Background: an optimization exercise with open tools, aiming at small area, a short achievable clock period and few clock cycles per item. Do not read the settings as production practice.
Where RTL was checked, it was by simulation tests only, not by an equivalence proof against the original.

Design mult_arbiter, start of the top module:
module mult_arbiter #(
    parameter bit RR_EN = 1'b1
) (
    input  logic               clk,
    input  logic               rst,
    input  logic               req0_valid,
    input  logic signed [31:0] req0_a,
    input  logic signed [31:0] req0_b,
    output logic               req0_ready,
    input  logic               req1_valid,
    input  logic signed [31:0] req1_a,
    input  logic signed [31:0] req1_b,
    output logic               req1_ready,
    output logic               res_valid,
    input  logic               res_ready,
    output logic signed [63:0] res_data,
    output logic               res_id,
    output logic               busy
);
For scale: roughly 29000 um^2 of cells after synthesis.
export LEC_CHECK = 0
export CAP_MARGIN = 20
export CORE_MARGIN = 2
export CORE_UTILIZATION = 60
export GPL_ROUTABILITY_DRIVEN = 0
export GPL_TIMING_DRIVEN = 1
export SETUP_SLACK_MARGIN = 5
export SLEW_MARGIN = 20
create_clock -name core_clock -period 10.0 [get_ports {clk}]
standard.sh (not shown) runs the stock make flow with config.mk's settings and CLKGATE_MAP_FILE= SYNTH_SCRIPT=/design/flow/synth_recipe.tcl, a recipe that flattens the netlist after the stock synthesis.
==> flow/flow/run.sh <==
#!/bin/bash
# Standard ORFS layout (the standard.sh) with these changes:
#  - synthesis skips Yosys's internal "abc -fast" pre-mapping (synth -noabc),
#    so extract_fa maps the RTL's full adders without inverter pairs;
#  - the final abc mapping uses flow/abc.script (abc "map" instead of "&nf");
#  - port buffers use the smallest buffer cell (buf_1);
set -euo pipefail
HERE=$(pwd)
{
  sed -n '1s/-noshare {\*}/-noshare -noabc {*}/p' synth_recipe.tcl
  cat <<EOT
proc abc {args} {
  set i [lsearch -exact \$args -script]
  if {\$i >= 0} { set args [lreplace \$args [expr {\$i+1}] [expr {\$i+1}] $HERE/flow/abc.script] }
  yosys abc {*}\$args
}
EOT
  sed '1d' synth_recipe.tcl
} > flow_synth.tcl
grep -q -- '-noabc' flow_synth.tcl
sed "s#SYNTH_SCRIPT=[^ ]*#SYNTH_SCRIPT=$HERE/flow_synth.tcl#" standard.sh > flow_standard.sh
grep -q "SYNTH_SCRIPT=$HERE/flow_synth.tcl" flow_standard.sh
export BUFFER_PORTS_ARGS="-buffer_cell sky130_fd_sc_hd__buf_1"
EXTRA=()
if [[ -f flow/make_args.txt ]]; then
  while read -r l; do [[ -n "$l" ]] && EXTRA+=("$l"); done < flow/make_args.txt
fi
bash flow_standard.sh "${EXTRA[@]}" finish > flow_make.log 2>&1
==> flow/flow/abc.script <==
strash
dch
map -B 0.9
topo
stime -c
buffer -c
upsize -c
dnsize -c
==> flow/flow/make_args.txt <==
SETUP_SLACK_MARGIN=5.3
The first run completed with no timing, DRC or antenna violations.
Testbench counts at the start, summed over its fixed seeds: cycles 2,064, items 2,048.
Change:
--- a/flow/config.mk
+++ b/flow/config.mk
@@ -7,8 +7,6 @@
 export LEC_CHECK = 0
-export CAP_MARGIN = 20
+export CAP_MARGIN = 0
 export CORE_MARGIN = 2
 export CORE_UTILIZATION = 60
-export GPL_ROUTABILITY_DRIVEN = 0
-export GPL_TIMING_DRIVEN = 1
 export SETUP_SLACK_MARGIN = 5
-export SLEW_MARGIN = 20
+export SLEW_MARGIN = 0
After rerunning: The changed run finished with timing, DRC and antenna clean; final cell count is unchanged; first-iteration DRC count falls by roughly a tenth; die area stays the same; wire length falls by a few percent; utilization hardly moves; worst setup slack improved by 0.0083 ns.
Change:
--- a/flow/config.mk
+++ b/flow/config.mk
@@ -7,3 +7,3 @@
 export LEC_CHECK = 0
-export CAP_MARGIN = 0
+export CAP_MARGIN = 20
 export CORE_MARGIN = 2
@@ -11,2 +11,3 @@
 export SETUP_SLACK_MARGIN = 5
-export SLEW_MARGIN = 0
+export SLEW_MARGIN = 20
+export TNS_END_PERCENT = 0
The new run went through all stages and came out clean.
Final cell count hardly moves.
Die area stays the same.
Utilization goes down by 0.43 points.
Area after synthesis does not change.
Sequential share of layout area goes up by 0.12 points.
Routed wire length goes down by 0.47%.
Change:
--- a/flow/config.mk
+++ b/flow/config.mk
@@ -12,2 +12 @@
 export SLEW_MARGIN = 20
-export TNS_END_PERCENT = 0
Fmax is higher by 0.72%.
Die area does not change.
First-iteration DRC count is lower by 3.8%.
Change:
==> flow/flow/make_args.txt (replaced) <==
SETUP_SLACK_MARGIN=5.5
Die area is unchanged. Final area rises by 3.5%. Routed wire length rises by 3.2%. Utilization rises by 2.3 points. Critical path depth stays the same. Flip-flop and latch count is unchanged.


Setup of AL:
mult_arbiter again, from the RTL that the note above started with.
==> flow/config.mk <==
export PLATFORM = sky130hd
export DESIGN_NAME = mult_arbiter
export DESIGN_NICKNAME = mult_arbiter
export VERILOG_FILES = /design/flow/design.v
export SDC_FILE = /design/flow/constraint.sdc
export NUM_CORES = 4
export LEC_CHECK = 0
export CAP_MARGIN = 20
export CORE_MARGIN = 2
export CORE_UTILIZATION = 60
export CTS_CLUSTER_DIAMETER = 80
export CTS_CLUSTER_SIZE = 30
export SETUP_SLACK_MARGIN = 5
export SLEW_MARGIN = 20
==> flow/constraint.sdc <==
create_clock -name core_clock -period 10.0 [get_ports {clk}]
set_input_delay 2.0000 -clock core_clock [delete_from_list [all_inputs] [get_ports {clk}]]
set_output_delay 2.0000 -clock core_clock [all_outputs]
set_load 0.01 [all_outputs]
==> flow/flow/make_args.txt <==
SETUP_SLACK_MARGIN=5.3
Scripts as last shown in full above: flow/flow/run.sh, flow/flow/abc.script
Testbench counts of AL, summed over its fixed seeds: cycles 2,064, items 2,048.
Here is what was changed in the inputs of PW compared with AL.
==> flow/flow/make_args.txt <==
SETUP_SLACK_MARGIN=5.2
-- flow/config.mk --
<<< AL, line 9
export CORE_MARGIN = 2
export CORE_UTILIZATION = 60
export CTS_CLUSTER_DIAMETER = 80
export CTS_CLUSTER_SIZE = 30
export SETUP_SLACK_MARGIN = 5
export SLEW_MARGIN = 20
>>> PW, line 9
export CORE_MARGIN = 2
export CORE_UTILIZATION = 60
export SETUP_SLACK_MARGIN = 5
export SLEW_MARGIN = 20
Findings:
Per the final summary, PW finished and its layout is clean on timing, DRC and antenna. Comparing AL and PW, number of iterations in the first detailed-routing pass is higher on PW. On routed length per placed instance, AL and PW are neck and neck. Compared with AL, in PW global-route usage closely matched the old numbers, share of final layout cell area taken by non-clock buffers decreased by 0.39 points relative to the old numbers, via count decreased by 0.34% relative to the old numbers, via count of the first global-routing pass decreased by 0.51% relative to the old numbers, adder and majority gate portion of the synthesized area closely matched the old numbers. Looking at period utilization, PW sits 0.81 points above AL.


mult_arbiter, a different RTL version from the one above (not shown whole).
Size in the first run: about 3500 cells after synthesis, about 150 flip-flops, ~200 I/O pins, ~30000 um2 of cells after synthesis.
Settings: LEC_CHECK=0, CAP_MARGIN=20, CORE_MARGIN=2, CORE_UTILIZATION=40, SLEW_MARGIN=20; clock period 10.0 ns.
==> flow/flow/run.sh <==
#!/bin/bash
# Standard ORFS layout with three changes:
#  - synthesis skips Yosys's internal "abc -fast" pre-mapping (synth -noabc),
#    so extract_fa maps the RTL's full adders without inverter pairs;
#  - the final abc mapping uses flow/abc_map.script (abc "map" instead of "&nf");
#  - port buffers use the smallest buffer cell (buf_1).
# Flattening, renaming and register mapping are synth_recipe.tcl unchanged.
set -euo pipefail
HERE=$(pwd)
{
  sed -n '1s/-noshare {\*}/-noshare -noabc {*}/p' synth_recipe.tcl
  cat <<EOT
proc abc {args} {
  set i [lsearch -exact \$args -script]
  if {\$i >= 0} { set args [lreplace \$args [expr {\$i+1}] [expr {\$i+1}] $HERE/flow/abc_map.script] }
  yosys abc {*}\$args
}
EOT
  sed '1d' synth_recipe.tcl
} > flow_synth.tcl
grep -q -- '-noabc' flow_synth.tcl
sed "s#SYNTH_SCRIPT=[^ ]*#SYNTH_SCRIPT=$HERE/flow_synth.tcl#" standard.sh > flow_standard.sh
grep -q "SYNTH_SCRIPT=$HERE/flow_synth.tcl" flow_standard.sh
export BUFFER_PORTS_ARGS="-buffer_cell sky130_fd_sc_hd__buf_1"
bash flow_standard.sh finish > flow_make.log 2>&1
==> flow/flow/abc_map.script <==
strash
dch
map -B 0.9
topo
stime -c
buffer -c
upsize -c
dnsize -c
Rerun with:
==> flow/run.sh (new file) <==
#!/bin/bash
# synth_recipe.tcl (not shown) runs the flow's synth.tcl, then flattens the netlist and writes it again
# the make line also repeats each setting of config.mk as NAME=value (left out here)
make -C /OpenROAD-flow-scripts/flow DESIGN_CONFIG=/design/flow/config.mk WORK_HOME=/design/flow/orfs CLKGATE_MAP_FILE= SYNTH_SCRIPT=/design/flow/synth_recipe.tcl finish
removed: flow/flow/run.sh
removed: flow/flow/abc_map.script
removed: flow/standard.sh
=> The changed run completed with no timing, DRC or antenna violations. Synthesized area came out higher by 2.2%. Fmax came out lower by 5.7%. Final area came out higher by 5.0%. Global-route usage came out lower by 2.9 points. Setup slack gets worse by 440 ps. Sequential cell count stays the same.
Rerun with:
==> flow/flow/run.sh (new file) <==
#!/bin/bash
# Standard ORFS layout; the only change is that synthesis skips Yosys's
# internal "abc -fast" pre-mapping (synth -noabc), so that extract_fa sees the
# RTL's full adders as written and maps them without inverter pairs around
# each fa cell. Everything else (final abc mapping, flattening, renaming,
# register mapping) is synth_recipe.tcl unchanged.
set -euo pipefail
HERE=$(pwd)
sed '1s/-noshare {\*}/-noshare -noabc {*}/' synth_recipe.tcl > flow_synth.tcl
grep -q -- '-noabc' flow_synth.tcl
sed "s#SYNTH_SCRIPT=[^ ]*#SYNTH_SCRIPT=$HERE/flow_synth.tcl#" standard.sh > flow_standard.sh
grep -q "SYNTH_SCRIPT=$HERE/flow_synth.tcl" flow_standard.sh
bash flow_standard.sh finish > flow_make.log 2>&1
==> flow/standard.sh (new file) <==
#!/bin/bash
# synth_recipe.tcl (not shown) runs the flow's synth.tcl, then flattens the netlist and writes it again
# the make line also repeats each setting of config.mk as NAME=value (left out here)
make -C /OpenROAD-flow-scripts/flow DESIGN_CONFIG=/design/flow/config.mk WORK_HOME=/design/flow/orfs CLKGATE_MAP_FILE= SYNTH_SCRIPT=/design/flow/synth_recipe.tcl "${@:-finish}"
Settings changed: SETUP_SLACK_MARGIN from default to 3.
removed: flow/run.sh
Count of clock-buffer cells in the layout decreases by 1.
Fmax goes up by 13%.
Flip-flop and latch count does not change.
Cell count is lower by 9.1%.
Register-to-register slack improves by 900 ps.
Wire length came out higher by 2.3%.
Rerun with:
==> flow/run.sh (new file) <==
#!/bin/bash
# synth_recipe.tcl (not shown) runs the flow's synth.tcl, then flattens the netlist and writes it again
# the make line also repeats each setting of config.mk as NAME=value (left out here)
make -C /OpenROAD-flow-scripts/flow DESIGN_CONFIG=/design/flow/config.mk WORK_HOME=/design/flow/orfs CLKGATE_MAP_FILE= SYNTH_SCRIPT=/design/flow/synth_recipe.tcl finish
Settings changed: SETUP_SLACK_MARGIN 3 to 5.
removed: flow/flow/run.sh
removed: flow/standard.sh
Outcome: The changed run passed the timing, DRC and antenna checks; worst setup slack gets better by 240 ps; register-to-register slack gets better by 240 ps; final cell count increases by 16%; area after synthesis increases by 6.6%; clock-buffer cell count stays the same; flip-flop and latch count does not change; design area increases by 12%; first-iteration DRC count increases by 2.8%.
Function was not checked in any run of this note: the RTL went through the layout flow alone.

-- afterwards: timing with drivers on the ports --
How much do the figures lean on ideal ports? The routed layouts below were timed once more, with nothing changed but the port constraints.
Step 1 sets driving cells, clkbuf_16 on the clock port and buf_2 on the other inputs (assumed; they add their load-dependent delay and slew).
Step 2, shift: input delay + t, output delay - t, t = (earliest + latest rising clock arrival at the registers) / 2. This alone moves slack from input paths to output paths.
Three values: ideal, step 1, step 2; two values: the first two.
run | t (ns) | slack for setup (ns) | worst setup path at the end | worst slew at a driven data input, ns | cell pins on the clock port's net
the first run of note 1 | 0.562 | 5.329 / 5.267 / 5.355 | input to output | 0.06 | 1
the second run of note 1 | 0.564 | 5.337 / 5.278 / 5.370 | input to output | 0.06 | 1
the third run of note 1 | 0.566 | 5.319 / 5.262 / 5.298 | input to output | 0.06 | 1
the fourth run of note 1 | 0.567 | 5.353 / 5.294 / 5.369 | input to output | 0.06 | 1
the fifth run of note 1 | 0.565 | 5.285 / 5.225 / 4.968 | input to register | 0.06 | 1
AL | 0.567 | 5.353 / 5.294 / 5.369 | input to output | 0.06 | 1
PW | 0.565 | 5.272 / 5.259 / 5.272 | register to register | 0.06 | 1
the first run of note 3 | 0.544 | 2.651 / 2.651 / 2.651 | register to register | 0.06 | 1
the second run of note 3 | 0.566 | 2.207 / 2.207 / 2.207 | register to register | 0.05 | 1
the third run of note 3 | 0.552 | 3.110 / 3.110 / 3.110 | register to register | 0.09 | 1
the fourth run of note 3 | 0.554 | 3.351 / 3.351 / 3.351 | register to register | 0.04 | 1
After both steps setup and hold are still met in every run listed. The setup slack of the fifth run of note 1, which loses most, moves by -0.060 ns with the drivers and by -0.317 ns with both steps.
